This design comes from an exercise in tuning for small area, a short achievable clock period and few clock cycles per item on the open sky130 flow, not from production work.
Function was checked by simulation only, so behaviour that the tests miss may differ from the original.

==> run R <==
// fc_top
module fc_top (
    input  logic        clk,
    input  logic        rstn,
    input  logic        host_en,
    input  logic        host_sel,
    input  logic [7:0]  host_addr,
    input  logic [31:0] host_data,
    input  logic        start,
    output logic        t_valid,
    output logic [3:0]  class_idx
);
clock: 10.0 ns
lec_check: 0
cap_margin: 20
core_margin: 2
core_utilization: 55
cts_cluster_diameter: 100
cts_cluster_size: 24
setup_slack_margin: 5
slew_margin: 20
synth_hierarchical: 1
synth_minimum_keep_size: 0
standard.sh (not shown) runs the stock make flow with config.mk's settings and CLKGATE_MAP_FILE= SYNTH_SCRIPT=/design/flow/synth_recipe.tcl, a recipe that flattens the netlist after the stock synthesis.
==> flow/flow/run.sh <==
#!/bin/bash
set -euo pipefail
bash standard.sh finish SETUP_SLACK_MARGIN=6 > standard_flow.log 2>&1
==> run E (differences from run R) <==
--- a/flow/design.v
+++ b/flow/design.v
@@ -431,30 +431,12 @@
     input  logic [7:0]  host_addr,
     input  logic [31:0] host_data,
     input  logic        start,
     output logic        t_valid,
     output logic [3:0]  class_idx
 );
-    function automatic logic sgt8(input logic [7:0] a, input logic [7:0] b);
-        logic [7:0] ua, ub, g, e;
-        logic [3:0] g1, e1;
-        logic [1:0] g2, e2;
-        ua = {~a[7], a[6:0]};
-        ub = {~b[7], b[6:0]};
-        g  = ua & ~ub;
-        e  = ~(ua ^ ub);
-        for (int k = 0; k < 4; k++) begin
-            g1[k] = g[2*k+1] | (e[2*k+1] & g[2*k]);
-            e1[k] = e[2*k+1] & e[2*k];
-        end
-        for (int k = 0; k < 2; k++) begin
-            g2[k] = g1[2*k+1] | (e1[2*k+1] & g1[2*k]);
-            e2[k] = e1[2*k+1] & e1[2*k];
-        end
-        sgt8 = g2[1] | (e2[1] & g2[0]);
-    endfunction
     logic [31:0] w0  [8][4];
     logic [7:0]  b0  [8];
     logic [31:0] w1  [10][2];
     logic [7:0]  b1  [10];
     logic [31:0] img [4];
     logic        running;
@@ -551,30 +533,22 @@
             else h_next[j] = acc_upd[j][10:4];
         end
     end
     always_ff @(posedge clk) begin
         for (int j = 0; j < 8; j++) acc[j] <= (op_v && op_init) ? 20'd0 : acc_upd[j];
     end
+    logic [31:0] img_sel;
     logic [31:0] img_rec;
-    logic [8:0]  dxw [4][4];     
-    logic [8:0]  dx_in [4];
+    assign img_sel = img[host_addr[1:0]];
     assign img_rec = img[rnext];
-    always_comb begin
-        for (int w = 0; w < 4; w++) begin
-            for (int l = 0; l < 4; l++) begin
-                dxw[w][l] = {host_data[8*l+7], host_data[8*l +: 8]}
-                          - {img[w][8*l+7], img[w][8*l +: 8]};
-            end
-        end
-        for (int l = 0; l < 4; l++) dx_in[l] = dxw[host_addr[1:0]][l];
-    end
     always_ff @(posedge clk) begin
         for (int q = 0; q < 2; q++) begin
             for (int l = 0; l < 4; l++) begin
                 if (issue_delta) begin
-                    a_reg[q][l] <= dx_in[l];
+                    a_reg[q][l] <= {host_data[8*l+7], host_data[8*l +: 8]}
+                                 - {img_sel[8*l+7], img_sel[8*l +: 8]};
                 end else if (issue_rec_op) begin
                     a_reg[q][l] <= {img_rec[8*l+7], img_rec[8*l +: 8]};
                 end else begin
                     a_reg[q][l] <= {2'b00, h_next[4*q+l]};
                 end
             end
@@ -718,24 +692,24 @@
         end
     end
     always_comb begin
         for (int g = 0; g < 4; g++) begin
             win[g] = 1'b1;
             for (int k = 0; k < 4; k++) begin
-                if (k < g && !sgt8(sq[g], sq[k])) win[g] = 1'b0;
-                if (k > g && sgt8(sq[k], sq[g])) win[g] = 1'b0;
+                if (k < g && !(sq[g] > sq[k])) win[g] = 1'b0;
+                if (k > g && (sq[k] > sq[g])) win[g] = 1'b0;
             end
         end
         vb = '0;
         for (int g = 0; g < 4; g++) vb = vb | ({8{win[g]}} & sq[g]);
-        for (int g = 0; g < 4; g++) gtb[g] = sgt8(sq[g], best_val);
+        for (int g = 0; g < 4; g++) gtb[g] = sq[g] > best_val;
         take = sq_ph == 2'd0 || |(win & gtb);
         ib = {win[3] | win[2], win[3] | win[1]};
     end
-    assign w8 = sgt8(sq[0], best_val) && !sgt8(sq[1], sq[0]);
-    assign w9 = sgt8(sq[1], best_val) && sgt8(sq[1], sq[0]);
+    assign w8 = (sq[0] > best_val) && !(sq[1] > sq[0]);
+    assign w9 = (sq[1] > best_val) && (sq[1] > sq[0]);
     assign class_idx = w8 ? 4'd8 : w9 ? 4'd9 : best_idx;
     always_ff @(posedge clk or negedge rstn) begin
         if (!rstn) begin
             running   <= 1'b0;
             t_valid   <= 1'b0;
             dirty     <= 1'b1;
==> flow/run.sh (new file) <==
#!/bin/bash
# synth_recipe.tcl (not shown) runs the flow's synth.tcl, then flattens the netlist and writes it again
# the make line also repeats each setting of config.mk as NAME=value (left out here)
make -C /OpenROAD-flow-scripts/flow DESIGN_CONFIG=/design/flow/config.mk WORK_HOME=/design/flow/orfs CLKGATE_MAP_FILE= SYNTH_SCRIPT=/design/flow/synth_recipe.tcl finish
removed: flow/flow/run.sh
removed: flow/standard.sh
==> run H (differences from run R) <==
--- a/flow/design.v
+++ b/flow/design.v
@@ -431,30 +431,12 @@
     input  logic [7:0]  host_addr,
     input  logic [31:0] host_data,
     input  logic        start,
     output logic        t_valid,
     output logic [3:0]  class_idx
 );
-    function automatic logic sgt8(input logic [7:0] a, input logic [7:0] b);
-        logic [7:0] ua, ub, g, e;
-        logic [3:0] g1, e1;
-        logic [1:0] g2, e2;
-        ua = {~a[7], a[6:0]};
-        ub = {~b[7], b[6:0]};
-        g  = ua & ~ub;
-        e  = ~(ua ^ ub);
-        for (int k = 0; k < 4; k++) begin
-            g1[k] = g[2*k+1] | (e[2*k+1] & g[2*k]);
-            e1[k] = e[2*k+1] & e[2*k];
-        end
-        for (int k = 0; k < 2; k++) begin
-            g2[k] = g1[2*k+1] | (e1[2*k+1] & g1[2*k]);
-            e2[k] = e1[2*k+1] & e1[2*k];
-        end
-        sgt8 = g2[1] | (e2[1] & g2[0]);
-    endfunction
     logic [31:0] w0  [8][4];
     logic [7:0]  b0  [8];
     logic [31:0] w1  [10][2];
     logic [7:0]  b1  [10];
     logic [31:0] img [4];
     logic        running;
@@ -551,30 +533,22 @@
             else h_next[j] = acc_upd[j][10:4];
         end
     end
     always_ff @(posedge clk) begin
         for (int j = 0; j < 8; j++) acc[j] <= (op_v && op_init) ? 20'd0 : acc_upd[j];
     end
+    logic [31:0] img_sel;
     logic [31:0] img_rec;
-    logic [8:0]  dxw [4][4];     
-    logic [8:0]  dx_in [4];
+    assign img_sel = img[host_addr[1:0]];
     assign img_rec = img[rnext];
-    always_comb begin
-        for (int w = 0; w < 4; w++) begin
-            for (int l = 0; l < 4; l++) begin
-                dxw[w][l] = {host_data[8*l+7], host_data[8*l +: 8]}
-                          - {img[w][8*l+7], img[w][8*l +: 8]};
-            end
-        end
-        for (int l = 0; l < 4; l++) dx_in[l] = dxw[host_addr[1:0]][l];
-    end
     always_ff @(posedge clk) begin
         for (int q = 0; q < 2; q++) begin
             for (int l = 0; l < 4; l++) begin
                 if (issue_delta) begin
-                    a_reg[q][l] <= dx_in[l];
+                    a_reg[q][l] <= {host_data[8*l+7], host_data[8*l +: 8]}
+                                 - {img_sel[8*l+7], img_sel[8*l +: 8]};
                 end else if (issue_rec_op) begin
                     a_reg[q][l] <= {img_rec[8*l+7], img_rec[8*l +: 8]};
                 end else begin
                     a_reg[q][l] <= {2'b00, h_next[4*q+l]};
                 end
             end
@@ -718,24 +692,24 @@
         end
     end
     always_comb begin
         for (int g = 0; g < 4; g++) begin
             win[g] = 1'b1;
             for (int k = 0; k < 4; k++) begin
-                if (k < g && !sgt8(sq[g], sq[k])) win[g] = 1'b0;
-                if (k > g && sgt8(sq[k], sq[g])) win[g] = 1'b0;
+                if (k < g && !(sq[g] > sq[k])) win[g] = 1'b0;
+                if (k > g && (sq[k] > sq[g])) win[g] = 1'b0;
             end
         end
         vb = '0;
         for (int g = 0; g < 4; g++) vb = vb | ({8{win[g]}} & sq[g]);
-        for (int g = 0; g < 4; g++) gtb[g] = sgt8(sq[g], best_val);
+        for (int g = 0; g < 4; g++) gtb[g] = sq[g] > best_val;
         take = sq_ph == 2'd0 || |(win & gtb);
         ib = {win[3] | win[2], win[3] | win[1]};
     end
-    assign w8 = sgt8(sq[0], best_val) && !sgt8(sq[1], sq[0]);
-    assign w9 = sgt8(sq[1], best_val) && sgt8(sq[1], sq[0]);
+    assign w8 = (sq[0] > best_val) && !(sq[1] > sq[0]);
+    assign w9 = (sq[1] > best_val) && (sq[1] > sq[0]);
     assign class_idx = w8 ? 4'd8 : w9 ? 4'd9 : best_idx;
     always_ff @(posedge clk or negedge rstn) begin
         if (!rstn) begin
             running   <= 1'b0;
             t_valid   <= 1'b0;
             dirty     <= 1'b1;
==> flow/run.sh (new file) <==
#!/bin/bash
# synth_recipe.tcl (not shown) runs the flow's synth.tcl, then flattens the netlist and writes it again
# the make line also repeats each setting of config.mk as NAME=value (left out here)
make -C /OpenROAD-flow-scripts/flow DESIGN_CONFIG=/design/flow/config.mk WORK_HOME=/design/flow/orfs CLKGATE_MAP_FILE= SYNTH_SCRIPT=/design/flow/synth_recipe.tcl finish
Settings changed: CORE_UTILIZATION 55 to 45, CTS_CLUSTER_SIZE 24 to 30.
removed: flow/flow/run.sh
removed: flow/standard.sh
==> qor summary <==
| item | run E | run R | run H |
|---|---|---|---|
| Run status | finished clean | finished clean | complete, but fails checks |
| Reasons for failing layout checks | - | - | antenna rules |
| Cell Count, Final, Fillers Out | 16897 | 17349 | 17850 |
| Hold Slack | 332.9 ps | 328.0 ps | 330.0 ps |
| Met1 Use GR | 0.5050 | 0.5451 | 0.4233 |
| Non-clock inverter count | 271 | 263 | 271 |
| Total area of sequential cells | 81130 µm² | 81790 µm² | 81110 µm² |
| Compound-gate portion of the synthesized area | 0.1269 | 0.1276 | 0.1269 |
| Sequential fraction of the synthesis area | 0.4604 | 0.4614 | 0.4604 |
| Met2 demand-to-capacity share in global routing | 0.5549 | 0.5794 | 0.4580 |
| Met1 WL | 235600 µm | 253800 µm | 246600 µm |
| Post-Route Skew | 73.37 ps | 110.7 ps | 58.33 ps |
Testbench counts of run R, summed over its fixed seeds: cycles 3,840, items 384.
Testbench counts of run E, summed over its fixed seeds: cycles 3,840, items 384.
Testbench counts of run H, summed over its fixed seeds: cycles 3,840, items 384.

[afterwards: timing with drivers on the ports]
No port has a modelled driver above. Below, the same layouts with a new extraction and two added sets of constraints.
Step 1 (the two cells are an assumption about what drives the block):
set clk [get_ports {clk}]
set_driving_cell -lib_cell sky130_fd_sc_hd__clkbuf_16 $clk
set_driving_cell -lib_cell sky130_fd_sc_hd__buf_2 [delete_from_list [all_inputs] $clk]
Step 2 moves the port delays by t, midway between the first and last clock arrival at a register: inputs arrive t later, outputs are due t later. That takes back most of the time a late clock gives input paths.
a / b / c = no drivers / after step 1 / after step 2; a / b = the first two.
| run | shift t [ns] | slack for setup (ns) | worst setup path after step 2 | worst register clock-pin slew, ns |
|---|---|---|---|---|
| run R | 1.000 | 4.671 / 4.562 / 4.759 | input to register | 0.11 / 0.11 |
| run E | 1.029 | 4.865 / 4.746 / 4.166 | input to register | 0.11 / 0.11 |
| run H | 1.042 | 4.791 / 4.688 / 4.018 | input to register | 0.12 / 0.12 |
For run H, which loses most, drivers alone change the setup slack by -0.103 ns; drivers and shift together by -0.773 ns.
